This design comes from an exercise in tuning for small area on the open sky130 flow, not from production work. At most, simulation tests tie the RTL to the original design; equivalence was not proved. Only the layout flow was run in runs 4 and 5; the RTL was not checked for function there. Power figures rest on the tool's default switching activity, not on a simulated workload.

### flow/design.v
package lane_buf_pkg;
  localparam int DATA_W = 32;
  localparam int APB_AW = 4;
  typedef logic [DATA_W-1:0] lane_data_t;
  localparam logic [3:0] REG_KSIZE  = 4'h0;
  localparam logic [3:0] REG_STATUS = 4'h4;
endpackage
module lane_fifo #(
  parameter int DATA_W = lane_buf_pkg::DATA_W
) (
  input  logic              clk,
  input  logic              reset,
  input  logic              push,
  input  logic              pop,
  input  logic [2:0]        in_sel,
  input  logic [DATA_W-1:0] in_a,
  input  logic [DATA_W-1:0] in_b,
  input  logic [DATA_W-1:0] in_c,
  output logic [DATA_W-1:0] out_data,
  output logic              rdy,
  output logic              vld
);
  logic [DATA_W-1:0] mem_n [4];
  logic [DATA_W-1:0] wr_data_n;
  logic [1:0] wr_ptr;
  logic [1:0] rd_ptr;
  logic       full;
  logic       nempty;
  logic [3:0] rd_sel;
  assign rdy = ~full;
  assign vld = nempty;
  assign wr_data_n = ~(({DATA_W{in_sel[0]}} & in_a) |
                       ({DATA_W{in_sel[1]}} & in_b) |
                       ({DATA_W{in_sel[2]}} & in_c));
  always_comb begin
    for (int i = 0; i < 4; i++) begin
      rd_sel[i] = (rd_ptr == 2'(i));
    end
  end
  assign out_data = ~(({DATA_W{rd_sel[0]}} & mem_n[0]) |
                      ({DATA_W{rd_sel[1]}} & mem_n[1]) |
                      ({DATA_W{rd_sel[2]}} & mem_n[2]) |
                      ({DATA_W{rd_sel[3]}} & mem_n[3]));
  always_ff @(posedge clk) begin
    if (push) begin
      mem_n[wr_ptr] <= wr_data_n;
    end
  end
  always_ff @(posedge clk) begin
    if (reset) begin
      wr_ptr <= '0;
      rd_ptr <= '0;
      full   <= 1'b0;
      nempty <= 1'b0;
    end else begin
      if (push) begin
        wr_ptr <= wr_ptr + 1'b1;
      end
      if (pop) begin
        rd_ptr <= rd_ptr + 1'b1;
      end
      full   <= ~pop & (full | (push & (wr_ptr + 2'd1 == rd_ptr)));
      nempty <= push | (nempty & ~(pop & (rd_ptr + 2'd1 == wr_ptr)));
    end
  end
endmodule
module lane_router (
  input  logic             m_k5,
  input  logic             m_ch,
  input  logic [7:0]       in_vld,
  output logic [7:0]       in_rdy,
  output logic [7:0]       out_vld,
  input  logic [7:0]       out_rdy,
  output logic [7:0]       lane_push,
  output logic [7:0]       lane_pop,
  output logic [7:0][2:0]  lane_in_sel,
  input  logic [7:0]       lane_rdy,
  input  logic [7:0]       lane_vld,
  output logic [7:0]       lane_empty
);
  logic       m_k3;
  logic [7:0] lane_in_vld;
  logic [7:0] lane_out_rdy;
  assign m_k3 = ~m_k5 & ~m_ch;
  always_comb begin
    for (int j = 0; j < 8; j++) begin
      lane_in_sel[j] = {m_ch, m_k5, m_k3};
    end
    for (int j = 0; j < 4; j++) begin
      lane_in_vld[j]  = (m_k3 & in_vld[j]) | (m_k5 & lane_vld[j+4]) | (m_ch & lane_vld[j+1]);
      lane_out_rdy[j] = (j == 0) ? out_rdy[0] : (m_ch ? lane_rdy[j-1] : out_rdy[j]);
      if (j == 3) lane_in_vld[j+4] = (m_k3 & in_vld[7]) | (m_k5 & in_vld[3]) | (m_ch & in_vld[0]);
      else        lane_in_vld[j+4] = (m_k3 & in_vld[j+4]) | (m_k5 & in_vld[j]) | (m_ch & lane_vld[j+5]);
      lane_out_rdy[j+4] = m_k3 ? out_rdy[j+4] : (m_k5 ? lane_rdy[j] : lane_rdy[j+3]);
      out_vld[j]   = lane_vld[j] & ((j == 0) | ~m_ch);
      out_vld[j+4] = lane_vld[j+4] & m_k3;
      if (j == 0) in_rdy[j] = m_k3 ? lane_rdy[0] : (m_k5 ? lane_rdy[4] : lane_rdy[7]);
      else        in_rdy[j] = m_k3 ? lane_rdy[j] : (m_k5 & lane_rdy[j+4]);
      in_rdy[j+4] = m_k3 & lane_rdy[j+4];
    end
    lane_empty = ~lane_vld;
    lane_push  = lane_in_vld & lane_rdy;
    lane_pop   = lane_vld & lane_out_rdy;
  end
endmodule
module kernel_cfg_apb #(
  parameter int NUM_LANES = 8
) (
  input  logic                            clk,
  input  logic                            reset,
  input  logic                            psel,
  input  logic                            penable,
  input  logic                            pwrite,
  input  logic [lane_buf_pkg::APB_AW-1:0] paddr,
  input  logic [31:0]                     pwdata,
  output logic [31:0]                     prdata,
  output logic                            pready,
  output logic                            pslverr,
  input  logic [NUM_LANES-1:0]            lane_empty,
  output logic                            m_k5,
  output logic                            m_ch
);
  logic access;
  logic addr_ok;
  logic all_empty;
  logic ksize_wr;
  logic is_k3;
  logic is_k5;
  assign pready = 1'b1;
  assign access    = psel & penable;
  assign all_empty = &lane_empty;
  assign addr_ok   = (paddr == lane_buf_pkg::REG_KSIZE) ||
                     (paddr == lane_buf_pkg::REG_STATUS);
  assign ksize_wr  = access & pwrite & (paddr == lane_buf_pkg::REG_KSIZE);
  assign pslverr = access & (!addr_ok | (ksize_wr & !all_empty));
  assign is_k3 = (pwdata[3:0] == 4'd3);
  assign is_k5 = (pwdata[3:0] == 4'd5);
  always_ff @(posedge clk) begin
    if (reset) begin
      m_k5 <= 1'b0;
      m_ch <= 1'b0;
    end else if (ksize_wr && all_empty) begin
      m_k5 <= is_k5;
      m_ch <= ~is_k3 & ~is_k5;
    end
  end
  always_comb begin
    case (paddr)
      lane_buf_pkg::REG_KSIZE:  prdata = {28'd0, 1'b0, m_k5 | m_ch, ~m_k5, 1'b1};
      lane_buf_pkg::REG_STATUS: prdata = 32'(lane_empty);
      default:                  prdata = '0;
    endcase
  end
endmodule
module output_lane_bank (
  input  logic                            clk,
  input  logic                            reset,
  input  logic [7:0]                      in_vld,
  output logic [7:0]                      in_rdy,
  input  logic [7:0][31:0]                in_data,
  output logic [7:0]                      out_vld,
  input  logic [7:0]                      out_rdy,
  output logic [7:0][31:0]                out_data,
  input  logic                            psel,
  input  logic                            penable,
  input  logic                            pwrite,
  input  logic [lane_buf_pkg::APB_AW-1:0] paddr,
  input  logic [31:0]                     pwdata,
  output logic [31:0]                     prdata,
  output logic                            pready,
  output logic                            pslverr
);
  logic             m_k5;
  logic             m_ch;
  logic [7:0]       lane_empty;
  logic [7:0]       lane_push;
  logic [7:0]       lane_pop;
  logic [7:0][2:0]  lane_in_sel;
  logic [7:0][31:0] src_b;
  logic [7:0][31:0] src_c;
  logic [7:0]       lane_rdy;
  logic [7:0]       lane_vld;
  logic [7:0][31:0] lane_out_data;
  kernel_cfg_apb #(
    .NUM_LANES (8)
  ) u_cfg (
    .clk        (clk),
    .reset      (reset),
    .psel       (psel),
    .penable    (penable),
    .pwrite     (pwrite),
    .paddr      (paddr),
    .pwdata     (pwdata),
    .prdata     (prdata),
    .pready     (pready),
    .pslverr    (pslverr),
    .lane_empty (lane_empty),
    .m_k5       (m_k5),
    .m_ch       (m_ch)
  );
  lane_router u_router (
    .m_k5          (m_k5),
    .m_ch          (m_ch),
    .in_vld        (in_vld),
    .in_rdy        (in_rdy),
    .out_vld       (out_vld),
    .out_rdy       (out_rdy),
    .lane_push     (lane_push),
    .lane_pop      (lane_pop),
    .lane_in_sel   (lane_in_sel),
    .lane_rdy      (lane_rdy),
    .lane_vld      (lane_vld),
    .lane_empty    (lane_empty)
  );
  always_comb begin
    for (int j = 0; j < 4; j++) begin
      src_b[j]   = lane_out_data[j+4];
      src_c[j]   = lane_out_data[j+1];
      src_b[j+4] = in_data[j];
      src_c[j+4] = (j == 3) ? in_data[0] : lane_out_data[j+5];
    end
  end
  assign out_data = lane_out_data;
  for (genvar i = 0; i < 8; i++) begin : g_lane
    lane_fifo #(
      .DATA_W (32)
    ) u_fifo (
      .clk      (clk),
      .reset    (reset),
      .push     (lane_push[i]),
      .pop      (lane_pop[i]),
      .in_sel   (lane_in_sel[i]),
      .in_a     (in_data[i]),
      .in_b     (src_b[i]),
      .in_c     (src_c[i]),
      .out_data (lane_out_data[i]),
      .rdy      (lane_rdy[i]),
      .vld      (lane_vld[i])
    );
  end
endmodule
module lane_bank_top (
  input  logic         clk,
  input  logic         reset,
  input  logic [7:0]   in_vld,
  output logic [7:0]   in_rdy,
  input  logic [255:0] in_data,
  output logic [7:0]   out_vld,
  input  logic [7:0]   out_rdy,
  output logic [255:0] out_data,
  input  logic         psel,
  input  logic         penable,
  input  logic         pwrite,
  input  logic [3:0]   paddr,
  input  logic [31:0]  pwdata,
  output logic [31:0]  prdata,
  output logic         pready,
  output logic         pslverr
);
  output_lane_bank u_bank (
    .clk      (clk),
    .reset    (reset),
    .in_vld   (in_vld),
    .in_rdy   (in_rdy),
    .in_data  (in_data),
    .out_vld  (out_vld),
    .out_rdy  (out_rdy),
    .out_data (out_data),
    .psel     (psel),
    .penable  (penable),
    .pwrite   (pwrite),
    .paddr    (paddr),
    .pwdata   (pwdata),
    .prdata   (prdata),
    .pready   (pready),
    .pslverr  (pslverr)
  );
endmodule
### flow/flow/run.sh
#!/bin/bash
# Standard layout with smaller port buffers and no CTS dummy loads.
set -euo pipefail
export BUFFER_PORTS_ARGS="-buffer_cell sky130_fd_sc_hd__buf_1"
export CTS_ARGS="-sink_clustering_enable -repair_clock_nets -dont_use_dummy_load"
bash standard.sh > standard_make.log 2>&1
### flow/standard.sh
#!/bin/bash
# synth_recipe.tcl (not shown) runs the flow's synth.tcl, then flattens the netlist and writes it again
# the make line also repeats each setting of config.mk as NAME=value (left out here)
make -C /OpenROAD-flow-scripts/flow DESIGN_CONFIG=/design/flow/config.mk WORK_HOME=/design/flow/orfs CLKGATE_MAP_FILE= SYNTH_SCRIPT=/design/flow/synth_recipe.tcl "${@:-finish}"
### flow/config.mk
export PLATFORM = sky130hd
export DESIGN_NAME = lane_bank_top
export DESIGN_NICKNAME = lane_bank_top
export VERILOG_FILES = /design/flow/design.v
export SDC_FILE = /design/flow/constraint.sdc
export NUM_CORES = 4
export LEC_CHECK = 0
export CAP_MARGIN = 20
export CORE_MARGIN = 2
export CORE_UTILIZATION = 40
export SLEW_MARGIN = 20
### flow/constraint.sdc
create_clock -name core_clock -period 5.0 [get_ports {clk}]
set_input_delay 1.0000 -clock core_clock [delete_from_list [all_inputs] [get_ports {clk}]]
set_output_delay 1.0000 -clock core_clock [all_outputs]
set_load 0.01 [all_outputs]
==> metrics.json, run 1 <==
{
  "worstSkewPairLatency_ps": 680,
  "dp_hpwl_um": 102000,
  "layout_setup_ws_ps": 679,
  "maxCapViolCount": 0,
  "drcViolationCount": 0,
  "grt_setup_unrepaired": "no",
  "finalCriticalPeriod_ps": 4320,
  "synthesis.area_um2": 43500,
  "critPathBufInv": 3,
  "placement.setup.worst_slack_ps": 1400,
  "initial_utilization_pct": 40.5,
  "hold_buffer_count_at_cts": 0,
  "peakVddDrop_v": 0.000266,
  "register_bit_count_reported_by_yosys": 1074,
  "die_h_um": 334,
  "hold_class": "reg2reg",
  "crit_path_slowest_cell": "a221oi_1",
  "grt_total_usage_pct": 24.8,
  "first_global_vias": 27000,
  "drtPass1Iterations": 6,
  "boundaryPins": 619,
  "number_of_flops_mapped_to_enable_cells_by_yosys": 1024,
  "cts.root.buffer_cell": "clkbuf_16",
  "grt_antenna_before_repair": 6,
  "postCtsSetupBuffers": 0,
  "synth.area.top_cells": "edfxtp_1 (71%), a22o_1 (10%), a221oi_1 (5.2%)",
  "cts_max_path_buffers": 3,
  "run_status": "timing/DRC/antenna clean",
  "routabilityCongestion": 0.971,
  "route.detailed.wl_per_inst_um": 30.6,
  "cp_top_family": "compound AO/OA/AOI/OAI gates",
  "buffer_ports.inserted": 565,
  "sequence_of_cells_on_the_critical_path": "inv_1 > ha_1 > buf_4 > a22o_1 > a221oi_1 > buf_1",
  "cellPowerDensity_nw_per_um2": 412,
  "max_clock_freq_mhz": 231,
  "ys.warnings.count": 4,
  "internal_power_mw": 15.3,
  "clock_skew_after_layout_ps": 27.5,
  "globalRoute.totalOverflow": 0,
  "footprint_of_the_multi_input_gates_um2": 10700,
  "n_fill_cell": 9464,
  "slew_headroom_pct": 22.6,
  "postRouteAntennaNets": 0,
  "row_count": 120,
  "postCtsResizedCells": 0,
  "sw_ratio_pct": 26.1,
  "async_reset_ff_share_pct": 0,
  "crit_type": "reg2out",
  "design.die.area_um2": 111000,
  "start_kind": "register",
  "design_area_um2": 50200,
  "seqPwrFrac_pct": 51.7,
  "synth_cell_types": 46,
  "tightest_slew_ps": 1160,
  "arrival_ps": 3320,
  "tritoncts": "done",
  "cp-end-kind": "output pin",
  "critPathMaxFanout": 14,
  "finalSetupViolations": 0,
  "syn-instance-count": 2697,
  "coreArea_um2": 108000,
  "drt_iter0_drc": 3453,
  "critPathMaxStageDelay_ps": 840,
  "total_switching_power_mw": 5.40,
  "nets": 3673,
  "post_synth.cell_area_avg_um2": 16.1,
  "synth_seq_area_share_pct": 73.0,
  "comb_power_share_pct": 15.1,
  "drive_gt1_share_pct": 8.38,
  "areaGrowthSynthToFinish_pct": 15.4,
  "netlist.area_leader.share_pct": 70.7,
  "detailroute.via_count": 28600,
  "clock_sinks": 1074,
  "netlist.top_cell.by_area": "edfxtp_1",
  "p_leak_nw": 16.6,
  "crit_path_required_time_ps": 4000,
  "fin_setup_tns_ps": 0,
  "post_dp_cell_area_um2": 47500,
  "share_of_the_clock_period_used_by_the_worst_path_pct": 86.4,
  "tritoncts.num_buffers": 109,
  "yosys_most_used_dff": "edfxtp_1",
  "grt_pass1_wl_um": 198000,
  "timing.final.hold_violations": 0,
  "timing.final.max_slew_violations": 0,
  "wire_length_reported_by_the_detailed_router_um": 144000,
  "register_area_um2": 31800,
  "grt_max_degree": 159,
  "avgViaCountPerCell": 6.07,
  "clk_pin_slew_worst_paths_ps": 60,
  "fp.dieW_um": 334,
  "clock_power_share_pct": 33.1,
  "htree_num_levels": 3
}
==> sequential cells by signal, summed over array words and instances, names as in the netlist <==
name	cells
u_bank.u_cfg.m_ch	1
u_bank.g_lane.u_fifo.wr_ptr	16
u_bank.g_lane.u_fifo.rd_ptr	16
u_bank.g_lane.u_fifo.mem_n	1024
u_bank.g_lane.u_fifo.full	8
u_bank.u_cfg.m_k5	1
u_bank.g_lane.u_fifo.nempty	8
==> tightest hold or removal path, delay by kind of cell, from the launching register on <==
family	cells	cell delay [ps]
flip-flops	1	370
AND/OR/NAND/NOR	1	80
AO/OA/AOI/OAI	1	60
==> layout by cell type (no fill, tap or decap), types with 2 or more instances in the layout <==
master | Yosys | routed
a211oi_1 | 3 | 3
a21oi_1 | 267 | 267
a21oi_2 | 4 | 4
a21oi_4 | 4 | 4
a221oi_1 | 256 | 256
a22o_1 | 512 | 512
a22oi_1 | 8 | 8
a31oi_1 | 9 | 9
and2_1 | 36 | 8
and2_2 | 0 | 28
buf_1 | 13 | 564
buf_12 | 0 | 4
buf_4 | 29 | 114
clkbuf_16 | 0 | 109
conb_1 | 2 | 25
dfxtp_1 | 50 | 48
dfxtp_4 | 0 | 2
diode_2 | 0 | 3
edfxtp_1 | 1024 | 1024
ha_1 | 64 | 63
inv_1 | 43 | 43
mux2i_1 | 17 | 17
nand2_1 | 21 | 21
nand2b_1 | 3 | 3
nand3_1 | 2 | 2
nor2_1 | 50 | 50
nor2b_1 | 15 | 15
nor3_1 | 8 | 8
nor4_1 | 2 | 2
o2111ai_1 | 3 | 3
o21ai_0 | 3 | 3
o21ai_1 | 3 | 3
o22ai_1 | 3 | 3
o311ai_2 | 3 | 3
o31ai_1 | 4 | 4
or3b_1 | 7 | 7
xnor2_1 | 33 | 33
xor2_1 | 8 | 8
==> Yosys cell counts (4+ instances only) <==
library cell,instances
a21oi_1,267
a21oi_2,4
a21oi_4,4
a221oi_1,256
a22o_1,512
a22oi_1,8
a31oi_1,9
and2_1,36
buf_1,13
buf_2,24
buf_4,29
clkbuf_1,152
dfxtp_1,50
edfxtp_1,1024
ha_1,64
inv_1,43
mux2i_1,17
nand2_1,21
nor2_1,50
nor2b_1,15
nor3_1,8
o31ai_1,4
or3b_1,7
xnor2_1,33
xor2_1,8
==> path summary, 6_finish.rpt <==
path,from,endpoint,slack (ps),cells past startpoint
worst max-delay path,u_bank.g_lane[7].u_fifo.rd_ptr[0],out_data[245],680,6
worst max register to register,u_bank.g_lane[5].u_fifo.rd_ptr[1],u_bank.g_lane[4].u_fifo.mem_n[1][11],1840,7
worst min register to register,u_bank.g_lane[0].u_fifo.rd_ptr[1],u_bank.g_lane[0].u_fifo.rd_ptr[1],550,2
worst min-delay path,u_bank.g_lane[0].u_fifo.rd_ptr[1],u_bank.g_lane[0].u_fifo.rd_ptr[1],550,2
==> logic make-up (layout without fill, tap and decap cells) <==
family / after synthesis / count (layout) / synth area share [%]
AO/OA/AOI/OAI: 1085 / 1085 / 19.5
flip-flops: 1074 / 1074 / 73.0
buffers and inverters: 263 / 837 / 2.62
AND/OR/NAND/NOR: 151 / 151 / 1.81
adder cells (fa/ha/maj): 64 / 64 / 1.84
XOR/XNOR: 41 / 41 / 0.825
multiplexers: 17 / 17 / 0.391
other: 2 / 28 / 0.0173
==> per-stage QoR <==
| step | total power, mW | utilization (%) | cells | hold WS (ps) |
|---|---|---|---|---|
| 6_report | 20.7 | 46.7 | 4700 | 555 |
| 5_1_grt | 21.3 | 46.7 | 4698 | 586 |
| 4_1_cts | 20.8 | 46.7 | 4695 | 552 |
| 3_5_place_dp | 14.0 | 44.2 | 4586 | 544 |
| 3_3_place_gp | 14.0 | 44.2 | 4586 | 539 |
| 2_1_floorplan | 12.4 | - | 2720 | 493 |
==> power groups by stage <==
stage	Sequential [mW]	Combinational, mW	Clock [mW]
2_1_floorplan	10.8	1.61	0
3_3_place_gp	10.9	3.10	0
3_5_place_dp	10.9	3.11	0
4_1_cts	10.7	3.12	6.97
5_1_grt	10.7	3.32	7.26
6_report	10.7	3.13	6.85
==> final cells by class <==
type	count	share of cell area, %
clock buffers	109	5.43
flip-flops and latches	1074	63.2
well taps	1403	3.50
diodes	3	0.0149
inverters	43	0.321
multi-input cells	1383	21.4
repair buffers	685	6.11
==> metal layers <==
metal / routed length (um) / global-route usage (%) / part of all wire, % / vias to the layer above
met4: 4210 / 7.97 / 2.9 / 0
li1: - / - / - / 12300
met1: 62100 / 35.4 / 43 / 14600
met3: 13500 / 5.98 / 9.4 / 197
met5: 0 / 0 / 0 / -
met2: 63800 / 37.4 / 44 / 1436
==> inputs of run 2 (changes only) <==
==> flow/run.sh (new file) <==
#!/bin/bash
# synth_recipe.tcl (not shown) runs the flow's synth.tcl, then flattens the netlist and writes it again
# the make line also repeats each setting of config.mk as NAME=value (left out here)
make -C /OpenROAD-flow-scripts/flow DESIGN_CONFIG=/design/flow/config.mk WORK_HOME=/design/flow/orfs CLKGATE_MAP_FILE= SYNTH_SCRIPT=/design/flow/synth_recipe.tcl finish
removed: flow/flow/run.sh
removed: flow/standard.sh
==> run 2 against run 1 <==
Net effect: clock skew fell by 2.0 ps; synthesized cell count is the same; still clean; final cell count rose by 2.5%; critical endpoint is now out_data[148]; non-clock buffer count is 22 higher; highest routed layer unchanged; setup slack worse by 310 ps.
==> metrics.json, run 2 <==
{
  "run_status": "timing/DRC/antenna clean",
  "arrival": {"value": 3630, "unit": "ps", "change": "+310 ps"},
  "synth_cell_types": {"value": 46, "change": "unchanged"},
  "globalRoute.totalOverflow": {"value": 0, "change": "unchanged"},
  "timing.final.max_slew_violations": {"value": 0, "change": "unchanged"},
  "min_delay_path_depth": {"value": 2, "change": "unchanged"},
  "comb_power_share": {"value": 17.1, "unit": "%", "change": "+2.0 points"},
  "finalCriticalPeriod": {"value": 4630, "unit": "ps", "change": "+310 ps"},
  "sequence_of_cells_on_the_critical_path": "inv_1 > ha_1 > buf_4 > a22o_1 > a221oi_1 > clkdlybuf4s50_1",
  "netlist.top_cell.by_area": "edfxtp_1",
  "synth.area.top_cells": "edfxtp_1 (71%), a22o_1 (10%), a221oi_1 (5.2%)",
  "avgViaCountPerCell": {"value": 6.06, "change": "-0.25%"},
  "postCtsSetupBuffers": {"value": 0, "change": "unchanged"},
  "maxCapViolCount": {"value": 0, "change": "unchanged"},
  "largest_registers": "u_bank.g_lane.u_fifo.mem_n (1024), u_bank.g_lane.u_fifo.rd_ptr (16), u_bank.g_lane.u_fifo.wr_ptr (16)",
  "seqPwrFrac": {"value": 47.9, "unit": "%", "change": "-3.8 points"},
  "route.detailed.wl_per_inst": {"value": 30.6, "unit": "um", "change": "about the same"},
  "r2r_cells": {"value": 4, "change": "-3"},
  "wire_length_reported_by_the_detailed_router": {"value": 147000, "unit": "um", "change": "+2.6%"},
  "fin_setup_tns": {"value": 0, "unit": "ps", "change": "unchanged"},
  "clock_power_share": {"value": 35.1, "unit": "%", "change": "+2.0 points"},
  "first_global_vias": {"value": 28500, "change": "+5.6%"},
  "register_bit_count_reported_by_yosys": {"value": 1074, "change": "unchanged"},
  "boundaryPins": {"value": 619, "change": "unchanged"},
  "grt_total_usage": {"value": 25.6, "unit": "%", "change": "+0.73 points"},
  "total_switching_power": {"value": 5.73, "unit": "mW", "change": "+6.2%"},
  "cts_max_path_buffers": {"value": 3, "change": "unchanged"},
  "sw_ratio": {"value": 25.6, "unit": "%", "change": "-0.47 points"},
  "synthesis.area": {"value": 43500, "unit": "um^2", "change": "unchanged"},
  "buffer_ports.inserted": {"value": 565, "change": "unchanged"},
  "final_common_cell": "edfxtp_1",
  "slew_headroom": {"value": 29.3, "unit": "%", "change": "+6.7 points"},
  "cellPowerDensity": {"value": 409, "unit": "nW/um^2", "change": "-0.63%"},
  "p_leak": {"value": 18.6, "unit": "nW", "change": "+12%"},
  "placed_cells": {"value": 4610, "change": "+0.52%"},
  "die_h": {"value": 334, "unit": "um", "change": "unchanged"},
  "ys.warnings.count": {"value": 4, "change": "unchanged"},
  "cts.root.buffer_cell": "clkbuf_16",
  "yosys_most_used_dff": "edfxtp_1",
  "instances_no_fill": {"value": 4817, "change": "+2.5%"},
  "detailroute.via_count": {"value": 29200, "change": "+2.2%"},
  "finalSetupViolations": {"value": 0, "change": "unchanged"},
  "nets": {"value": 3695, "change": "+0.60%"},
  "critPathCapture": "out_data[148]",
  "worstSkewPairLatency": {"value": 690, "unit": "ps", "change": "about the same"},
  "syn-instance-count": {"value": 2697, "change": "unchanged"},
  "whs": {"value": 542, "unit": "ps", "change": "-13.2 ps"},
  "cp-end-kind": "output pin",
  "drt_iter0_drc": {"value": 3303, "change": "-4.3%"},
  "mostFrequentLayoutCells": "edfxtp_1 (1024), clkdlybuf4s50_1 (565), a22o_1 (512), a21oi_1 (267), a221oi_1 (256)",
  "netlist.area_leader.share": {"value": 70.7, "unit": "%", "change": "unchanged"},
  "clock_sinks": {"value": 1074, "change": "unchanged"},
  "worst-path-stages": {"value": 6, "change": "unchanged"},
  "hold_buffer_count_at_cts": {"value": 0, "change": "unchanged"},
  "drtPass1Iterations": {"value": 6, "change": "unchanged"},
  "grt_antenna_before_repair": {"value": 6, "change": "unchanged"},
  "clk_pin_slew_worst_paths": {"value": 60, "unit": "ps", "change": "about the same"},
  "tritoncts": "done",
  "cp_top_family": "buffers and inverters",
  "hold_class": "reg2reg",
  "synth_seq_area_share": {"value": 73.0, "unit": "%", "change": "unchanged"},
  "routabilityCongestion": {"value": 0.922, "change": "-5.0%"},
  "crit_path_slowest_cell": "a221oi_1",
  "postCtsResizedCells": {"value": 0, "change": "unchanged"},
  "internal_power": {"value": 16.6, "unit": "mW", "change": "+8.8%"},
  "areaGrowthSynthToFinish_pct": 25.6,
  "drcViolationCount": {"value": 0, "change": "unchanged"},
  "reg2reg_setup_slack": {"value": 1800, "unit": "ps", "change": "-40 ps"},
  "row_count": {"value": 120, "change": "unchanged"},
  "drive_gt1_share": {"value": 10.2, "unit": "%", "change": "+1.8 points"},
  "tightest_slew": {"value": 1060, "unit": "ps", "change": "-101 ps"},
  "netlist_top_cells_count": "edfxtp_1 (1024), a22o_1 (512), a21oi_1 (267), a221oi_1 (256), clkbuf_1 (152)",
  "post-synth-top-count-cell": "edfxtp_1",
  "fp.dieW": {"value": 334, "unit": "um", "change": "unchanged"},
  "design.die.area": {"value": 111000, "unit": "um^2", "change": "unchanged"},
  "grt_pass1_wl": {"value": 205000, "unit": "um", "change": "+3.7%"},
  "peakVddDrop": {"value": 0.000282, "unit": "V", "change": "+5.8%"},
  "start_kind": "register",
  "number_of_flops_mapped_to_enable_cells_by_yosys": {"value": 1024, "change": "unchanged"},
  "clock_skew_after_layout": {"value": 25.5, "unit": "ps", "change": "-1.98 ps"},
  "critPathMaxFanout": {"value": 14, "change": "unchanged"},
  "share_of_the_clock_period_used_by_the_worst_path": {"value": 92.6, "unit": "%", "change": "+6.2 points"},
  "crit_type": "reg2out",
  "htree_num_levels": {"value": 3, "change": "unchanged"},
  "post_synth.cell_area_avg": {"value": 16.1, "unit": "um^2", "change": "unchanged"},
  "largest_register": "u_bank.g_lane.u_fifo.mem_n",
  "max_clock_freq": {"value": 216, "unit": "MHz", "change": "-6.7%"},
  "tritoncts.num_buffers": {"value": 109, "change": "unchanged"},
  "crit_path_required_time": {"value": 4000, "unit": "ps", "change": "about the same"},
  "dp_hpwl": {"value": 106000, "unit": "um", "change": "+3.7%"},
  "grt_max_degree": {"value": 153, "change": "-3.8%"},
  "timing.final.hold_violations": {"value": 0, "change": "unchanged"},
  "worst_r2r_startpoint": "u_bank.u_cfg.m_k5",
  "largest_reg_flops": {"value": 1024, "change": "unchanged"},
  "n_fill_cell": {"value": 8814, "change": "-6.9%"},
  "startpoint": "u_bank.g_lane[4].u_fifo.rd_ptr[0]",
  "initial_utilization": {"value": 40.5, "unit": "%", "change": "unchanged"},
  "critPathMaxStageDelay": {"value": 710, "unit": "ps", "change": "-130 ps"},
  "async_reset_ff_share": {"value": 0, "unit": "%", "change": "unchanged"},
  "critPathBufInv": {"value": 3, "change": "unchanged"},
  "postRouteAntennaNets": {"value": 0, "change": "unchanged"},
  "coreArea": {"value": 108000, "unit": "um^2", "change": "unchanged"},
  "grt_setup_unrepaired": "no",
  "reg2reg_to": "u_bank.g_lane[3].u_fifo.mem_n[2][17]"
}
## run 2: cell count changes in the layout (fill, tap and decap cells not counted), moves of 4 or more
cell,change
and2_1,-4
bufinv_16,+6
clkbuf_16,+5
clkbuf_1,+23
clkdlybuf4s50_1,+565
and2_2,+4
buf_1,-564
clkinv_1,+27
clkinv_2,+19
buf_4,+24
clkinvlp_4,+7
## run 2: cell families (layout without fill, tap and decap cells)
| family | after synthesis | count (layout) | synth area share [%] |
|---|---|---|---|
| compound gates | 1085 | 1085 | 19.5 |
| flops | 1074 | 1074 | 73.0 |
| buf+inv | 263 | 953 | 2.62 |
| simple gates | 151 | 151 | 1.81 |
| fa+ha+maj | 64 | 64 | 1.84 |
| xor+xnor | 41 | 41 | 0.825 |
| mux | 17 | 17 | 0.391 |
| other cells | 2 | 29 | 0.0173 |
## run 2: worst min-delay path by stage
stage                                            from                                end  slack [ps]
finish              u_bank.g_lane[0].u_fifo.rd_ptr[1]  u_bank.g_lane[0].u_fifo.rd_ptr[1]         540
CTS                 u_bank.g_lane[0].u_fifo.rd_ptr[1]  u_bank.g_lane[0].u_fifo.rd_ptr[1]         550
floorplan           u_bank.g_lane[0].u_fifo.rd_ptr[1]  u_bank.g_lane[0].u_fifo.rd_ptr[1]         490
global route        u_bank.g_lane[0].u_fifo.rd_ptr[1]  u_bank.g_lane[0].u_fifo.rd_ptr[1]         600
global placement    u_bank.g_lane[0].u_fifo.rd_ptr[1]  u_bank.g_lane[0].u_fifo.rd_ptr[1]         520
detailed placement  u_bank.g_lane[0].u_fifo.rd_ptr[1]  u_bank.g_lane[0].u_fifo.rd_ptr[1]         540
## run 2: worst min-delay path, stage by stage (launching register included)
cell and delay, ps:
dfxtp_1 360, nand2_1 70, a21oi_1 60
## run 2: cell type report
type                       count  area [um^2]  share of cell area [%]
clock buffer                 138         2950                    5.40
tap                         1403         1760                    3.21
multi-input combinational   1383        10800                    19.7
timing repair buffer         707         6770                    12.4
antenna                        4         10.0                  0.0183
inverter                      43          161                   0.295
clock inverter                65          497                   0.909
sequential                  1074        31800                    58.1
## run 2: per-stage QoR
step	util (%)	instance area, um^2	worst slack (ps)	power, mW
2_1_floorplan	-	43600	2130	12.4
3_3_place_gp	47.6	51200	993	14.6
3_5_place_dp	47.6	51200	1070	14.7
4_1_cts	50.8	54600	318	22.5
5_1_grt	50.8	54700	221	23.1
6_report	50.8	54700	369	22.4
## run 2: layer usage
| metal | global-route usage, % | vias to the layer above | routed length (um) |
|---|---|---|---|
| met5 | 0 | - | 0 |
| met2 | 39.9 | 1482 | 67800 |
| met4 | 7.79 | 0 | 4510 |
| li1 | - | 12400 | - |
| met3 | 5.81 | 234 | 13000 |
| met1 | 35.6 | 15000 | 62100 |
## run 2: power by group through the flow
stage	clock network (mW)	logic, mW	registers [mW]
after detailed placement	0	3.81	10.9
after global placement	0	3.77	10.9
after CTS	7.95	3.83	10.7
after floorplan	0	1.61	10.8
after global routing	8.30	4.02	10.8
final	7.84	3.81	10.7
==> inputs of run 3 (changes only) <==
==> flow/flow/run.sh (new file) <==
#!/bin/bash
# Standard layout with smaller port buffers and a leaner clock tree.
set -euo pipefail
export BUFFER_PORTS_ARGS="-buffer_cell sky130_fd_sc_hd__buf_1"
export CTS_ARGS="-sink_clustering_enable -repair_clock_nets -dont_use_dummy_load -buf_list sky130_fd_sc_hd__clkbuf_8 -sink_clustering_size 20 -sink_clustering_max_diameter 60"
bash standard.sh > standard_make.log 2>&1
==> flow/standard.sh (new file) <==
#!/bin/bash
# synth_recipe.tcl (not shown) runs the flow's synth.tcl, then flattens the netlist and writes it again
# the make line also repeats each setting of config.mk as NAME=value (left out here)
make -C /OpenROAD-flow-scripts/flow DESIGN_CONFIG=/design/flow/config.mk WORK_HOME=/design/flow/orfs CLKGATE_MAP_FILE= SYNTH_SCRIPT=/design/flow/synth_recipe.tcl "${@:-finish}"
removed: flow/run.sh
==> run 3 against run 2 <==
Net effect: first-iteration DRC count rose by 15%; setup slack improved by 180 ps; cell area fell by 11%; clock skew rose by 58 ps; worst hold slack improved by 22 ps; critical path type unchanged; utilization fell by 5.5 points; flip-flop and latch count did not move; global-route usage fell by 0.84 points; total power fell by 19%.
==> metrics.json, run 3 <==
{
  "async_reset_ff_share": {"value": 0, "unit": "%", "change": "unchanged"},
  "synth.area.top_cells": "edfxtp_1 (71%), a22o_1 (10%), a221oi_1 (5.2%)",
  "netlist_top_cells_count": "edfxtp_1 (1024), a22o_1 (512), a21oi_1 (267), a221oi_1 (256), clkbuf_1 (152)",
  "cp-end-kind": "output pin",
  "share_of_the_clock_period_used_by_the_worst_path": {"value": 89.0, "unit": "%", "change": "-3.6 points"},
  "postCtsResizedCells": {"value": 0, "change": "unchanged"},
  "max_clock_freq": {"value": 225, "unit": "MHz", "change": "+4.0%"},
  "wire_length_reported_by_the_detailed_router": {"value": 143000, "unit": "um", "change": "-2.7%"},
  "drcViolationCount": {"value": 0, "change": "unchanged"},
  "cts.root.buffer_cell": "clkbuf_8",
  "cts_max_path_buffers": {"value": 3, "change": "unchanged"},
  "postCtsSetupBuffers": {"value": 0, "change": "unchanged"},
  "peakVddDrop": {"value": 0.000188, "unit": "V", "change": "-33%"},
  "coreArea": {"value": 108000, "unit": "um^2", "change": "unchanged"},
  "avgViaCountPerCell": {"value": 6.08, "change": "+0.32%"},
  "grt_max_degree": {"value": 159, "change": "+3.9%"},
  "p_leak": {"value": 15.9, "unit": "nW", "change": "-14%"},
  "row_count": {"value": 120, "change": "unchanged"},
  "placed_cells": {"value": 4586, "change": "-0.52%"},
  "htree_num_levels": {"value": 3, "change": "unchanged"},
  "synthesis.area": {"value": 43500, "unit": "um^2", "change": "unchanged"},
  "design_area": {"value": 48700, "unit": "um^2", "change": "-11%"},
  "utilization_of_the_core_after_routing": {"value": 45.3, "unit": "%", "change": "-5.5 points"},
  "dr_wl_met3": {"value": 12500, "unit": "um", "change": "-3.9%"},
  "post_dp_cell_area": {"value": 47500, "unit": "um^2", "change": "-7.3%"},
  "instances_no_fill": {"value": 4684, "change": "-2.8%"},
  "boundaryPins": {"value": 619, "change": "unchanged"},
  "yosys_most_used_dff": "edfxtp_1",
  "areaGrowthSynthToFinish_pct": 12.0,
  "route.detailed.wl_per_inst": {"value": 30.6, "unit": "um", "change": "about the same"},
  "largest_register": "u_bank.g_lane.u_fifo.mem_n",
  "hold_buffer_count_at_cts": {"value": 0, "change": "unchanged"},
  "detailroute.via_count": {"value": 28500, "change": "-2.5%"},
  "netlist.area_leader.share": {"value": 70.7, "unit": "%", "change": "unchanged"},
  "ys.warnings.count": {"value": 4, "change": "unchanged"},
  "start_kind": "register",
  "timing.final.max_slew_violations": {"value": 0, "change": "unchanged"},
  "hold_class": "reg2reg",
  "initial_utilization": {"value": 40.5, "unit": "%", "change": "unchanged"},
  "finalSetupViolations": {"value": 0, "change": "unchanged"},
  "post_synth.cell_area_avg": {"value": 16.1, "unit": "um^2", "change": "unchanged"},
  "drtPass1Iterations": {"value": 6, "change": "unchanged"},
  "netlist.top_cell.by_area": "edfxtp_1",
  "post-synth-top-count-cell": "edfxtp_1",
  "drive_gt1_share": {"value": 7.79, "unit": "%", "change": "-2.4 points"},
  "wl_met2": {"value": 64600, "unit": "um", "change": "-4.7%"},
  "layout_setup_ws": {"value": 548, "unit": "ps", "change": "+179 ps"},
  "worstSkewPairLatency": {"value": 740, "unit": "ps", "change": "+50 ps"},
  "clock_sinks": {"value": 1074, "change": "unchanged"},
  "grt_antenna_before_repair": {"value": 9, "change": "+3"},
  "fp.dieW": {"value": 334, "unit": "um", "change": "unchanged"},
  "slew_headroom": {"value": 17.9, "unit": "%", "change": "-11 points"},
  "arrival": {"value": 3450, "unit": "ps", "change": "-180 ps"},
  "number_of_flops_mapped_to_enable_cells_by_yosys": {"value": 1024, "change": "unchanged"},
  "route.layer.met1.wl": {"value": 62900, "unit": "um", "change": "+1.3%"},
  "tritoncts": "done",
  "timing.final.hold_violations": {"value": 0, "change": "unchanged"},
  "synth_cell_types": {"value": 46, "change": "unchanged"},
  "grt_pass1_wl": {"value": 198000, "unit": "um", "change": "-3.7%"},
  "critPathMaxFanout": {"value": 14, "change": "unchanged"},
  "crit_type": "reg2out",
  "syn-instance-count": {"value": 2697, "change": "unchanged"},
  "tightest_slew": {"value": 1230, "unit": "ps", "change": "+171 ps"},
  "postRouteAntennaNets": {"value": 0, "change": "unchanged"},
  "placement.setup.worst_slack": {"value": 1400, "unit": "ps", "change": "+327 ps"},
  "tritoncts.num_buffers": {"value": 89, "change": "-18%"},
  "nets": {"value": 3652, "change": "-1.2%"},
  "largest_reg_flops": {"value": 1024, "change": "unchanged"},
  "mostFrequentLayoutCells": "edfxtp_1 (1024), buf_1 (564), a22o_1 (512), a21oi_1 (267), a221oi_1 (256)",
  "crit_path_required_time": {"value": 4000, "unit": "ps", "change": "about the same"},
  "clock_skew_after_layout": {"value": 83.2, "unit": "ps", "change": "+57.6 ps"},
  "final_common_cell": "edfxtp_1",
  "clk_pin_slew_worst_paths": {"value": 100, "unit": "ps", "change": "+40 ps"},
  "die_h": {"value": 334, "unit": "um", "change": "unchanged"},
  "first_global_vias": {"value": 26600, "change": "-6.5%"},
  "register_bit_count_reported_by_yosys": {"value": 1074, "change": "unchanged"},
  "dr.max_layer_used": "met5",
  "largest_registers": "u_bank.g_lane.u_fifo.mem_n (1024), u_bank.g_lane.u_fifo.rd_ptr (16), u_bank.g_lane.u_fifo.wr_ptr (16)",
  "synth_seq_area_share": {"value": 73.0, "unit": "%", "change": "unchanged"},
  "buffer_ports.inserted": {"value": 565, "change": "unchanged"},
  "cellPowerDensity": {"value": 372, "unit": "nW/um^2", "change": "-9.2%"},
  "routabilityCongestion": {"value": 0.971, "change": "+5.3%"},
  "fin_setup_tns": {"value": 0, "unit": "ps", "change": "unchanged"},
  "grt_setup_unrepaired": "no",
  "maxCapViolCount": {"value": 0, "change": "unchanged"},
  "grt_total_usage": {"value": 24.7, "unit": "%", "change": "-0.84 points"},
  "dp_hpwl": {"value": 102000, "unit": "um", "change": "-3.6%"},
  "design.die.area": {"value": 111000, "unit": "um^2", "change": "unchanged"},
  "finalCriticalPeriod": {"value": 4450, "unit": "ps", "change": "-179 ps"},
  "drt_iter0_drc": {"value": 3790, "change": "+15%"},
  "globalRoute.totalOverflow": {"value": 0, "change": "unchanged"},
  "run_status": "timing/DRC/antenna clean"
}
run 3: cell counts after synthesis:
Identical to the previous run, type by type.
run 3: final cells by class:
type                       count  area (um^2)
multi-input combinational   1383        10700
fill                        9613        58800
antenna                        8         20.0
tap                         1403         1760
timing repair buffer         684         3060
clock buffer                  89         1220
inverter                      43          161
sequential                  1074        31800
run 3: where the power goes:
part,internal (mW),switching (mW),leakage (nW)
Combinational,0.987,2.14,5.48
Clock,1.59,2.71,0.640
Sequential,10.5,0.192,9.80
Total,13.1,5.04,15.9
run 3: critical path, stage by stage, from the launching register on:
cell and delay (ps):
dfxtp_1 460, inv_1 100, ha_1 480, buf_4 330, a22o_1 230, a221oi_1 870, buf_1 240
run 3: worst paths after layout:
| kind | slack [ps] | cells after the start | from | endpoint |
|---|---|---|---|---|
| max | 550 | 6 | u_bank.g_lane[7].u_fifo.rd_ptr[0] | out_data[245] |
| min | 560 | 2 | u_bank.g_lane[0].u_fifo.rd_ptr[1] | u_bank.g_lane[0].u_fifo.rd_ptr[1] |
| max reg2reg | 1800 | 6 | u_bank.g_lane[7].u_fifo.rd_ptr[0] | u_bank.g_lane[6].u_fifo.mem_n[3][19] |
| min reg2reg | 560 | 2 | u_bank.g_lane[0].u_fifo.rd_ptr[1] | u_bank.g_lane[0].u_fifo.rd_ptr[1] |
run 3: logic make-up after synthesis:
| kind of cell | synth area share [%] |
|---|---|
| and+or+nand+nor | 1.81 |
| muxes | 0.391 |
| other | 0.0173 |
| buffers and inverters | 2.62 |
| DFF | 73.0 |
| adders and majority gates | 1.84 |
| xor gates and xnor gates | 0.825 |
| AOI/OAI and AO/OA | 19.5 |
run 3: metal layers:
metal | up-vias | GRT usage (%)
met1 | 14600 | 36.3
li1 | 12300 | -
met5 | - | 0
met3 | 177 | 4.63
met2 | 1485 | 37.8
met4 | 2 | 6.23
run 3: stage by stage:
stage	hold WS, ps	power (mW)
floorplan	493	12.4
global placement	539	14.0
detailed placement	544	14.0
CTS	501	18.2
global route	541	18.7
finish	563	18.1
==> inputs of run 4 (changes only) <==
--- a/flow/design.v
+++ b/flow/design.v
@@ -24,26 +24,33 @@
   logic [DATA_W-1:0] wr_data_n;
   logic [1:0] wr_ptr;
   logic [1:0] rd_ptr;
+  logic [1:0] wr_inc;
+  logic [1:0] rd_inc;
   logic       full;
-  logic       nempty;
+  logic       same;
   logic [3:0] rd_sel;
+  logic [3:0] wr_sel;
   assign rdy = ~full;
-  assign vld = nempty;
+  assign wr_inc = {wr_ptr[1] ^ wr_ptr[0], ~wr_ptr[0]};
+  assign rd_inc = {rd_ptr[1] ^ rd_ptr[0], ~rd_ptr[0]};
+  assign same = (wr_ptr == rd_ptr);
+  assign vld  = ~same | full;
   assign wr_data_n = ~(({DATA_W{in_sel[0]}} & in_a) |
                        ({DATA_W{in_sel[1]}} & in_b) |
                        ({DATA_W{in_sel[2]}} & in_c));
-  always_comb begin
-    for (int i = 0; i < 4; i++) begin
-      rd_sel[i] = (rd_ptr == 2'(i));
-    end
-  end
+  assign wr_sel = {wr_ptr[1] & wr_ptr[0], wr_ptr[1] & ~wr_ptr[0],
+                   ~wr_ptr[1] & wr_ptr[0], ~wr_ptr[1] & ~wr_ptr[0]};
+  assign rd_sel = {rd_ptr[1] & rd_ptr[0], rd_ptr[1] & ~rd_ptr[0],
+                   ~rd_ptr[1] & rd_ptr[0], ~rd_ptr[1] & ~rd_ptr[0]};
   assign out_data = ~(({DATA_W{rd_sel[0]}} & mem_n[0]) |
                       ({DATA_W{rd_sel[1]}} & mem_n[1]) |
                       ({DATA_W{rd_sel[2]}} & mem_n[2]) |
                       ({DATA_W{rd_sel[3]}} & mem_n[3]));
   always_ff @(posedge clk) begin
-    if (push) begin
-      mem_n[wr_ptr] <= wr_data_n;
+    for (int i = 0; i < 4; i++) begin
+      if (push & wr_sel[i]) begin
+        mem_n[i] <= wr_data_n;
+      end
     end
   end
   always_ff @(posedge clk) begin
@@ -51,16 +58,14 @@
       wr_ptr <= '0;
       rd_ptr <= '0;
       full   <= 1'b0;
-      nempty <= 1'b0;
     end else begin
       if (push) begin
-        wr_ptr <= wr_ptr + 1'b1;
+        wr_ptr <= wr_inc;
       end
       if (pop) begin
-        rd_ptr <= rd_ptr + 1'b1;
+        rd_ptr <= rd_inc;
       end
-      full   <= ~pop & (full | (push & (wr_ptr + 2'd1 == rd_ptr)));
-      nempty <= push | (nempty & ~(pop & (rd_ptr + 2'd1 == wr_ptr)));
+      full   <= ~pop & (full | (push & (wr_inc == rd_ptr)));
     end
   end
 endmodule
==> flow/flow/run.sh (replaced) <==
#!/bin/bash
# Standard layout with smaller port buffers and a leaner clock tree.
set -euo pipefail
export BUFFER_PORTS_ARGS="-buffer_cell sky130_fd_sc_hd__buf_1"
export CTS_ARGS="-sink_clustering_enable -repair_clock_nets -dont_use_dummy_load -buf_list sky130_fd_sc_hd__clkbuf_8 -sink_clustering_size 16 -sink_clustering_max_diameter 50"
bash standard.sh > standard_make.log 2>&1
--- a/flow/config.mk
+++ b/flow/config.mk
@@ -8,4 +8,5 @@
 export CAP_MARGIN = 20
 export CORE_MARGIN = 2
 export CORE_UTILIZATION = 40
+export GPL_TIMING_DRIVEN = 0
 export SLEW_MARGIN = 20
==> run 4 against run 3 <==
Net effect: synthesized area shrank 0.98%; setup slack lost 460 ps; utilization grew 0.86 points; first-iteration DRC count shrank 2.3%; cell area grew 1.3%; die area shrank 0.97%; non-clock buffer count grew 164; total power grew 30%; critical path type unchanged.
==> metrics.json, run 4 <==
{
  "boundaryPins": {"value": 619, "change": "unchanged"},
  "initial_utilization": {"value": 40.3, "unit": "%", "change": "-0.17 points"},
  "netlist_top_cells_count": "edfxtp_1 (1024), a22o_1 (512), a21oi_1 (266), a221oi_1 (256), clkbuf_1 (184)",
  "tritoncts": "done",
  "clk_pin_slew_worst_paths": {"value": 90, "unit": "ps", "change": "about the same"},
  "synth.area.top_cells": "edfxtp_1 (71%), a22o_1 (10%), a221oi_1 (5.2%)",
  "globalRoute.totalOverflow": {"value": 0, "change": "unchanged"},
  "drive_gt1_share": {"value": 6.96, "unit": "%", "change": "-0.83 points"},
  "reg2reg_to": "u_bank.g_lane[2].u_fifo.mem_n[2][26]",
  "syn-instance-count": {"value": 2667, "change": "-1.1%"},
  "crit_type": "reg2out",
  "grt_total_usage": {"value": 28.9, "unit": "%", "change": "+4.1 points"},
  "cts.root.buffer_cell": "clkbuf_8",
  "async_reset_ff_share": {"value": 0, "unit": "%", "change": "unchanged"},
  "hold_class": "in2reg",
  "placement.setup.worst_slack": {"value": 963, "unit": "ps", "change": "-436 ps"},
  "areaGrowthSynthToFinish_pct": 14.6,
  "row_count": {"value": 120, "change": "unchanged"},
  "worst_r2r_startpoint": "u_bank.u_cfg.m_ch",
  "route.detailed.wl_per_inst": {"value": 34.1, "unit": "um", "change": "+11%"},
  "cp-end-kind": "output pin",
  "clock_skew_after_layout": {"value": 146, "unit": "ps", "change": "+63.1 ps"},
  "r2r_cells": {"value": 5, "change": "-1"},
  "synth_xor_xnor_area_share": {"value": 0.834, "unit": "%", "change": "+0.0082 points"},
  "tritoncts.num_buffers": {"value": 100, "change": "+12%"},
  "post_synth.cell_area_avg": {"value": 16.2, "unit": "um^2", "change": "+0.13%"},
  "drt_iter0_drc": {"value": 3703, "change": "-2.3%"},
  "synth_mux_area_share": {"value": 0.395, "unit": "%", "change": "+0.0039 points"},
  "synthSimpleGateAreaFrac": {"value": 1.64, "unit": "%", "change": "-0.17 points"},
  "main_combinational_cell_family_by_area_after_synthesis": "compound AO/OA/AOI/OAI gates",
  "arrival": {"value": 3910, "unit": "ps", "change": "+460 ps"},
  "largest_registers": "u_bank.g_lane.u_fifo.mem_n (1024), u_bank.g_lane.u_fifo.rd_ptr (16), u_bank.g_lane.u_fifo.wr_ptr (16)",
  "clock_sinks": {"value": 1066, "change": "-0.74%"},
  "cts_max_path_buffers": {"value": 3, "change": "unchanged"},
  "hold_start": "out_rdy[0]",
  "max_clock_freq": {"value": 204, "unit": "MHz", "change": "-9.3%"},
  "netlist.top_cell.by_area": "edfxtp_1",
  "share_of_the_clock_period_used_by_the_worst_path": {"value": 98.2, "unit": "%", "change": "+9.2 points"},
  "cellPowerDensity": {"value": 478, "unit": "nW/um^2", "change": "+29%"},
  "crit_path_required_time": {"value": 4000, "unit": "ps", "change": "about the same"},
  "start_kind": "register",
  "fp.dieW": {"value": 332, "unit": "um", "change": "-0.49%"},
  "number_of_flops_mapped_to_enable_cells_by_yosys": {"value": 1024, "change": "unchanged"},
  "hold_buffer_count_at_cts": {"value": 0, "change": "unchanged"},
  "min_to": "u_bank.g_lane[0].u_fifo.full",
  "synthesis.area": {"value": 43100, "unit": "um^2", "change": "-0.98%"},
  "buffer_ports.inserted": {"value": 564, "change": "-0.18%"},
  "finalSetupViolations": {"value": 0, "change": "unchanged"},
  "run_status": "timing/DRC/antenna clean",
  "routabilityCongestion": {"value": 0.955, "change": "-1.6%"},
  "grt_pass1_wl": {"value": 223000, "unit": "um", "change": "+13%"},
  "avgViaCountPerCell": {"value": 6.23, "change": "+2.5%"},
  "tightest_slew": {"value": 1390, "unit": "ps", "change": "+161 ps"},
  "wire_length_reported_by_the_detailed_router": {"value": 165000, "unit": "um", "change": "+15%"},
  "first_global_vias": {"value": 28600, "change": "+7.3%"},
  "fin_setup_tns": {"value": 0, "unit": "ps", "change": "unchanged"},
  "final_common_cell": "edfxtp_1",
  "drcViolationCount": {"value": 0, "change": "unchanged"},
  "min_delay_path_depth": {"value": 2, "change": "unchanged"},
  "post-synth-top-count-cell": "edfxtp_1",
  "timing.final.max_slew_violations": {"value": 0, "change": "unchanged"},
  "post_synth_fa_ha_maj_area_fraction": {"value": 1.86, "unit": "%", "change": "+0.018 points"},
  "postRouteAntennaNets": {"value": 0, "change": "unchanged"},
  "register_bit_count_reported_by_yosys": {"value": 1066, "change": "-0.74%"},
  "dp_hpwl": {"value": 128000, "unit": "um", "change": "+26%"},
  "drtPass1Iterations": {"value": 6, "change": "unchanged"},
  "design.die.area": {"value": 110000, "unit": "um^2", "change": "-0.97%"},
  "yosys_most_used_dff": "edfxtp_1",
  "netlist.area_leader.share": {"value": 71.4, "unit": "%", "change": "+0.70 points"},
  "htree_num_levels": {"value": 3, "change": "unchanged"},
  "largest_register": "u_bank.g_lane.u_fifo.mem_n",
  "grt_max_degree": {"value": 27, "change": "-83%"},
  "grt_setup_unrepaired": "no",
  "nets": {"value": 3797, "change": "+4.0%"},
  "postCtsSetupBuffers": {"value": 0, "change": "unchanged"},
  "reg2reg_setup_slack": {"value": 910, "unit": "ps", "change": "-890 ps"},
  "synth_cell_types": {"value": 37, "change": "-20%"},
  "maxCapViolCount": {"value": 0, "change": "unchanged"},
  "coreArea": {"value": 107000, "unit": "um^2", "change": "-0.56%"},
  "postCtsResizedCells": {"value": 0, "change": "unchanged"},
  "peakVddDrop": {"value": 0.000294, "unit": "V", "change": "+56%"},
  "p_leak": {"value": 16.3, "unit": "nW", "change": "+2.5%"},
  "mostFrequentLayoutCells": "edfxtp_1 (1024), buf_1 (572), a22o_1 (512), a21oi_1 (266), a221oi_1 (246)",
  "timing.final.hold_violations": {"value": 0, "change": "unchanged"},
  "finalCriticalPeriod": {"value": 4910, "unit": "ps", "change": "+458 ps"},
  "die_h": {"value": 332, "unit": "um", "change": "-0.49%"},
  "grt_antenna_before_repair": {"value": 4, "change": "-5"},
  "critPathMaxFanout": {"value": 10, "change": "-4"},
  "worstSkewPairLatency": {"value": 800, "unit": "ps", "change": "+60 ps"},
  "largest_reg_flops": {"value": 1024, "change": "unchanged"},
  "synth_compound_gate_area_share": {"value": 19.5, "unit": "%", "change": "-0.045 points"},
  "ys.warnings.count": {"value": 5, "change": "+1"},
  "slew_headroom": {"value": 7.18, "unit": "%", "change": "-11 points"},
  "detailroute.via_count": {"value": 30000, "change": "+5.5%"},
  "layout_setup_ws": {"value": 90.1, "unit": "ps", "change": "-458 ps"},
  "synth_seq_area_share": {"value": 73.3, "unit": "%", "change": "+0.35 points"}
}
[run 4: cell count changes after synthesis, moves of 6 or more]
cell,before,now
xnor2_1,33,25
clkbuf_1,152,184
or3b_1,7,0
a211oi_1,3,9
xor2_1,8,16
nor2b_1,15,3
o31ai_1,4,12
buf_2,24,0
inv_1,43,35
or3_1,1,7
dfxtp_1,50,42
[run 4: worst max-delay path by stage]
stage / from / endpoint / slack, ps / cells past startpoint
floorplan: u_bank.g_lane[0].u_fifo.wr_ptr[0] / pslverr / 2240 / 6
global placement: u_bank.u_cfg.m_ch / out_vld[1] / 560 / 6
detailed placement: u_bank.u_cfg.m_k5 / in_rdy[0] / 960 / 7
CTS: u_bank.u_cfg.m_k5 / in_rdy[0] / 140 / 7
global route: u_bank.u_cfg.m_ch / out_vld[1] / 30 / 6
finish: u_bank.u_cfg.m_k5 / in_rdy[0] / 90 / 7
[run 4: layout make-up]
| class | count | area (um^2) |
|---|---|---|
| inverters | 35 | 131 |
| multi-input cells | 1369 | 10600 |
| well taps | 1403 | 1760 |
| plain buffers | 220 | 926 |
| diodes | 2 | 5.00 |
| repair buffers | 628 | 2960 |
| fillers | 9524 | 57500 |
| flip-flops and latches | 1066 | 31600 |
| clock buffers | 100 | 1380 |
[run 4: critical path, stage by stage (launching register included)]
cell	delay (ps)
dfxtp_1	320
clkbuf_1	330
clkbuf_1	520
clkbuf_1	730
clkbuf_1	630
nor2_1	110
a21oi_1	320
buf_1	200
[run 4: routing by layer]
layer	global-route usage, %	share of wire [%]	vias to the layer above
met2	46.5	47	1855
met1	38.8	39	15300
met3	5.41	9.8	304
met4	11.3	4.2	2
met5	0	0.0079	-
li1	-	-	12500
[run 4: kinds of logic (layout without fill, tap and decap cells)]
family	count (synthesis)	in the layout
AO/OA/AOI/OAI	1082	1082
XOR/XNOR	41	41
adder cells (fa/ha/maj)	64	64
buffers and inverters	255	983
flip-flops	1066	1066
multiplexers	17	17
other	2	27
AND/OR/NAND/NOR	140	140
[run 4: power breakdown]
| group | leakage [nW] | internal (mW) | switching, mW | total, mW |
|---|---|---|---|---|
| combinational | 5.86 | 2.37 | 5.63 | 7.99 |
| sequential | 9.74 | 10.7 | 0.311 | 11.0 |
| clock | 0.719 | 1.77 | 2.77 | 4.54 |
| total | 16.3 | 14.9 | 8.71 | 23.6 |
[run 4: per-stage QoR]
step	power, mW	cells	util, %	hold WS (ps)	cell area, um^2
after floorplan	15.1	2690	-	515	43200
after global placement	18.8	4657	44.0	546	47000
after detailed placement	19.1	4714	44.9	564	47900
after CTS	23.5	4814	46.1	466	49300
after global routing	24.3	4822	46.2	534	49400
final	23.6	4823	46.2	517	49400
==> inputs of run 5 (changes only) <==
--- a/flow/config.mk
+++ b/flow/config.mk
@@ -8,5 +8,4 @@
 export CAP_MARGIN = 20
 export CORE_MARGIN = 2
 export CORE_UTILIZATION = 40
-export GPL_TIMING_DRIVEN = 0
 export SLEW_MARGIN = 20
==> run 5 against run 4 <==
Net effect: clock-buffer cell count fell by 2; fmax rose by 9.8%; sequential share of layout area rose by 1.2 points; final cell count fell by 3.3%; still clean on timing, DRC and antenna; critical path type unchanged.
==> metrics.json, run 5 <==
{
  "run_status": "timing/DRC/antenna clean",
  "slew_headroom": {"value": 18.9, "unit": "%", "change": "+12 points"},
  "p_leak": {"value": 16.1, "unit": "nW", "change": "-1.5%"},
  "tritoncts": "done",
  "reg2reg_to": "u_bank.g_lane[7].u_fifo.mem_n[2][13]",
  "sequence_of_cells_on_the_critical_path": "inv_1 > ha_1 > buf_4 > a22o_1 > a221oi_1 > buf_1",
  "ys.warnings.count": {"value": 5, "change": "unchanged"},
  "mostFrequentLayoutCells": "edfxtp_1 (1024), buf_1 (564), a22o_1 (512), a21oi_1 (266), a221oi_1 (256)",
  "postCtsResizedCells": {"value": 0, "change": "unchanged"},
  "footprint_of_the_multi_input_gates": {"value": 10600, "unit": "um^2", "change": "-0.45%"},
  "utilization_of_the_core_after_routing": {"value": 45.3, "unit": "%", "change": "-0.83 points"},
  "grt_max_degree": {"value": 105, "change": "+290%"},
  "drtPass1Iterations": {"value": 5, "change": "-1"},
  "routabilityCongestion": {"value": 0.948, "change": "-0.67%"},
  "areaGrowthSynthToFinish_pct": 12.5,
  "design.die.area": {"value": 110000, "unit": "um^2", "change": "unchanged"},
  "drive_gt1_share": {"value": 7.96, "unit": "%", "change": "+1.0 points"},
  "largest_registers": "u_bank.g_lane.u_fifo.mem_n (1024), u_bank.g_lane.u_fifo.rd_ptr (16), u_bank.g_lane.u_fifo.wr_ptr (16)",
  "crit_path_slowest_cell": "a221oi_1",
  "largest_reg_flops": {"value": 1024, "change": "unchanged"},
  "max_clock_freq": {"value": 224, "unit": "MHz", "change": "+9.8%"},
  "grt_pass1_wl": {"value": 201000, "unit": "um", "change": "-9.8%"},
  "clock_power_share": {"value": 19.1, "unit": "%", "change": "-0.2 points"},
  "yosys_most_used_dff": "edfxtp_1",
  "grt_setup_unrepaired": "no",
  "postCtsSetupBuffers": {"value": 0, "change": "unchanged"},
  "cellPowerDensity": {"value": 480, "unit": "nW/um^2", "change": "+0.40%"},
  "cts_max_path_buffers": {"value": 3, "change": "unchanged"},
  "route.detailed.wl_per_inst": {"value": 31.5, "unit": "um", "change": "-7.8%"},
  "critPathBufInv": {"value": 3, "change": "-2"},
  "fin_setup_tns": {"value": 0, "unit": "ps", "change": "unchanged"},
  "wire_length_reported_by_the_detailed_router": {"value": 147000, "unit": "um", "change": "-11%"},
  "synthesis.area": {"value": 43100, "unit": "um^2", "change": "unchanged"},
  "total_switching_power": {"value": 8.33, "unit": "mW", "change": "-4.3%"},
  "row_count": {"value": 120, "change": "unchanged"},
  "critPathMaxFanout": {"value": 18, "change": "+8"},
  "hold_buffer_count_at_cts": {"value": 0, "change": "unchanged"},
  "clock_sinks": {"value": 1066, "change": "unchanged"},
  "syn-instance-count": {"value": 2667, "change": "unchanged"},
  "netlist.area_leader.share": {"value": 71.4, "unit": "%", "change": "unchanged"},
  "hold_class": "in2reg",
  "first_global_vias": {"value": 26700, "change": "-6.7%"},
  "maxCapViolCount": {"value": 0, "change": "unchanged"},
  "worst-path-stages": {"value": 6, "change": "-1"},
  "crit_type": "reg2out",
  "placed_cells": {"value": 4558, "change": "-3.3%"},
  "postRouteAntennaNets": {"value": 0, "change": "unchanged"},
  "layout_setup_ws": {"value": 529, "unit": "ps", "change": "+439 ps"},
  "comb_power_share": {"value": 33.4, "unit": "%", "change": "-0.5 points"},
  "arrival": {"value": 3470, "unit": "ps", "change": "-440 ps"},
  "seqPwrFrac": {"value": 47.6, "unit": "%", "change": "+0.8 points"},
  "internal_power": {"value": 14.9, "unit": "mW", "change": "+0.28%"},
  "startpoint": "u_bank.g_lane[4].u_fifo.rd_ptr[1]",
  "synth_cell_types": {"value": 37, "change": "unchanged"},
  "whs": {"value": 572, "unit": "ps", "change": "+55.1 ps"},
  "register_bit_count_reported_by_yosys": {"value": 1066, "change": "unchanged"},
  "post_dp_cell_area": {"value": 47100, "unit": "um^2", "change": "-1.7%"},
  "netlist.top_cell.by_area": "edfxtp_1",
  "synth.area.top_cells": "edfxtp_1 (71%), a22o_1 (10%), a221oi_1 (5.2%)",
  "crit_path_required_time": {"value": 4000, "unit": "ps", "change": "about the same"},
  "post_synth.cell_area_avg": {"value": 16.2, "unit": "um^2", "change": "unchanged"},
  "peakVddDrop": {"value": 0.000226, "unit": "V", "change": "-23%"},
  "detailroute.via_count": {"value": 28500, "change": "-5.2%"},
  "placement.setup.worst_slack": {"value": 1350, "unit": "ps", "change": "+388 ps"},
  "clock_skew_after_layout": {"value": 105, "unit": "ps", "change": "-41.0 ps"},
  "post-layout-total-power": {"value": 23.3, "unit": "mW", "change": "-1.4%"},
  "async_reset_ff_share": {"value": 0, "unit": "%", "change": "unchanged"},
  "dp_hpwl": {"value": 107000, "unit": "um", "change": "-17%"},
  "coreArea": {"value": 107000, "unit": "um^2", "change": "unchanged"},
  "cp-end-kind": "output pin",
  "htree_num_levels": {"value": 3, "change": "unchanged"},
  "fp.dieW": {"value": 332, "unit": "um", "change": "unchanged"},
  "start_kind": "register",
  "finalCriticalPeriod": {"value": 4470, "unit": "ps", "change": "-439 ps"},
  "final_common_cell": "edfxtp_1",
  "timing.final.max_slew_violations": {"value": 0, "change": "unchanged"},
  "tightest_slew": {"value": 1220, "unit": "ps", "change": "-175 ps"},
  "finalSetupViolations": {"value": 0, "change": "unchanged"},
  "die_h": {"value": 332, "unit": "um", "change": "unchanged"},
  "boundaryPins": {"value": 619, "change": "unchanged"},
  "cts.root.buffer_cell": "clkbuf_8",
  "grt_antenna_before_repair": {"value": 17, "change": "+13"},
  "r2r_cells": {"value": 4, "change": "-1"},
  "cp_top_family": "compound AO/OA/AOI/OAI gates",
  "clk_pin_slew_worst_paths": {"value": 80, "unit": "ps", "change": "about the same"},
  "globalRoute.totalOverflow": {"value": 0, "change": "unchanged"},
  "nets": {"value": 3632, "change": "-4.3%"},
  "synth_seq_area_share": {"value": 73.3, "unit": "%", "change": "unchanged"},
  "largest_register": "u_bank.g_lane.u_fifo.mem_n",
  "timing.final.hold_violations": {"value": 0, "change": "unchanged"},
  "instances_no_fill": {"value": 4664, "change": "-3.3%"},
  "number_of_flops_mapped_to_enable_cells_by_yosys": {"value": 1024, "change": "unchanged"},
  "reg2reg_setup_slack": {"value": 1520, "unit": "ps", "change": "+610 ps"},
  "n_fill_cell": {"value": 9561, "change": "+0.39%"},
  "register_area": {"value": 31600, "unit": "um^2", "change": "about the same"},
  "avgViaCountPerCell": {"value": 6.11, "change": "-2.0%"},
  "drt_iter0_drc": {"value": 3090, "change": "-17%"},
  "critPathCapture": "out_data[129]",
  "post-synth-top-count-cell": "edfxtp_1",
  "sw_ratio": {"value": 35.8, "unit": "%", "change": "-1.1 points"},
  "buffer_ports.inserted": {"value": 565, "change": "+0.18%"},
  "grt_total_usage": {"value": 25.5, "unit": "%", "change": "-3.3 points"},
  "worstSkewPairLatency": {"value": 760, "unit": "ps", "change": "-40 ps"},
  "worst_r2r_startpoint": "u_bank.u_cfg.m_ch",
  "drcViolationCount": {"value": 0, "change": "unchanged"},
  "share_of_the_clock_period_used_by_the_worst_path": {"value": 89.4, "unit": "%", "change": "-8.8 points"},
  "tritoncts.num_buffers": {"value": 98, "change": "-2.0%"},
  "initial_utilization": {"value": 40.3, "unit": "%", "change": "unchanged"},
  "netlist_top_cells_count": "edfxtp_1 (1024), a22o_1 (512), a21oi_1 (266), a221oi_1 (256), clkbuf_1 (184)",
  "critPathMaxStageDelay": {"value": 790, "unit": "ps", "change": "+60 ps"},
  "design_area": {"value": 48500, "unit": "um^2", "change": "-1.8%"}
}
run 5: cell types whose count changed in the layout (fill, tap and decap cells not counted), sizes merged:
cell	before	now
clkbuf	287	99
buf	660	684
clkdlybuf4s18	1	0
diode	2	8
run 5: how the worst min path moves through the flow:
stage,start,end,slack (ps),depth (start not counted)
2_1_floorplan,u_bank.g_lane[0].u_fifo.rd_ptr[1],u_bank.g_lane[0].u_fifo.rd_ptr[1],510,2
3_3_place_gp,u_bank.g_lane[0].u_fifo.rd_ptr[1],u_bank.g_lane[0].u_fifo.rd_ptr[1],560,2
3_5_place_dp,u_bank.g_lane[3].u_fifo.wr_ptr[1],u_bank.g_lane[3].u_fifo.wr_ptr[1],570,2
4_1_cts,out_rdy[0],u_bank.g_lane[0].u_fifo.full,490,2
5_1_grt,out_rdy[0],u_bank.g_lane[0].u_fifo.full,540,2
6_report,out_rdy[0],u_bank.g_lane[0].u_fifo.full,570,2
run 5: worst register-to-register path, delay by kind of cell, from the launching register on:
| kind | cells | cell delay (ps) |
|---|---|---|
| AND/OR/NAND/NOR | 3 | 1880 |
| AO/OA/AOI/OAI | 1 | 670 |
| flip-flops | 1 | 500 |
run 5: final cells by class:
cell class | instances | share of cell area (%)
Inverter | 35 | 0.271
Timing Repair Buffer | 685 | 6.29
Tap cell | 1403 | 3.62
Antenna cell | 8 | 0.0413
Clock buffer | 98 | 2.78
Sequential cell | 1066 | 65.2
Multi-Input combinational cell | 1369 | 21.8
run 5: logic make-up after synthesis:
logic type      after synthesis  share of synthesized area [%]
flops                      1066                           73.3
compound gates             1082                           19.5
fa+ha+maj                    64                           1.86
mux                          17                          0.395
simple gates                140                           1.64
xor+xnor                     41                          0.834
other cells                   2                         0.0174
buf+inv                     255                           2.45
run 5: metal layers:
metal	part of all wire, %	global-route usage (%)	vias to the layer above	routed length (um)
li1	-	-	12200	-
met1	41	35.4	14600	60100
met2	46	40.2	1492	67500
met4	3.0	7.62	6	4440
met5	0.023	0	-	34
met3	10	5.66	202	14600
run 5: power groups by stage:
stage	registers, mW	logic [mW]	clock network (mW)
2_1_floorplan	11.2	3.94	0
3_3_place_gp	11.2	7.70	0
3_5_place_dp	11.3	7.72	0
4_1_cts	11.1	7.74	4.51
5_1_grt	11.1	8.13	4.81
6_report	11.1	7.76	4.44

-- static timing again, ports no longer ideal --
The flow's constraints put no driver on any port. The routed layouts listed below were extracted and timed again, unchanged, in two steps. Step 1 (the two cells are an assumption about what drives the block):
set clk [get_ports {clk}]
set_driving_cell -lib_cell sky130_fd_sc_hd__clkbuf_16 $clk
set_driving_cell -lib_cell sky130_fd_sc_hd__buf_2 [delete_from_list [all_inputs] $clk]
Step 2 also shifts input and output timing later by t, the mid clock arrival at the registers, as if the neighbouring blocks saw the same clock. a / b / c = no drivers / after step 1 / after step 2; a / b = the first two.
| run | shift t [ns] | slack for setup (ns) | hold WS [ns] | clock arrival spread, ns | worst data-port slew with drivers (ns) |
|---|---|---|---|---|---|
| run 1 | 0.727 | 0.679 / 0.613 / 1.340 | 0.555 / 0.555 / 0.555 | 0.037 / 0.038 | 0.11 |
| run 2 | 0.752 | 0.369 / 0.296 / 1.048 | 0.542 / 0.542 / 0.542 | 0.027 / 0.028 | 0.12 |
| run 3 | 0.778 | 0.548 / 0.484 / 1.263 | 0.563 / 0.563 / 0.563 | 0.109 / 0.109 | 0.11 |
| run 4 | 0.794 | 0.090 / 0.021 / 0.815 | 0.517 / 0.495 / 0.568 | 0.149 / 0.148 | 0.13 |
| run 5 | 0.779 | 0.529 / 0.461 / 1.240 | 0.572 / 0.527 / 0.591 | 0.115 / 0.116 | 0.20 |
After both steps setup and hold are still met in every run listed.
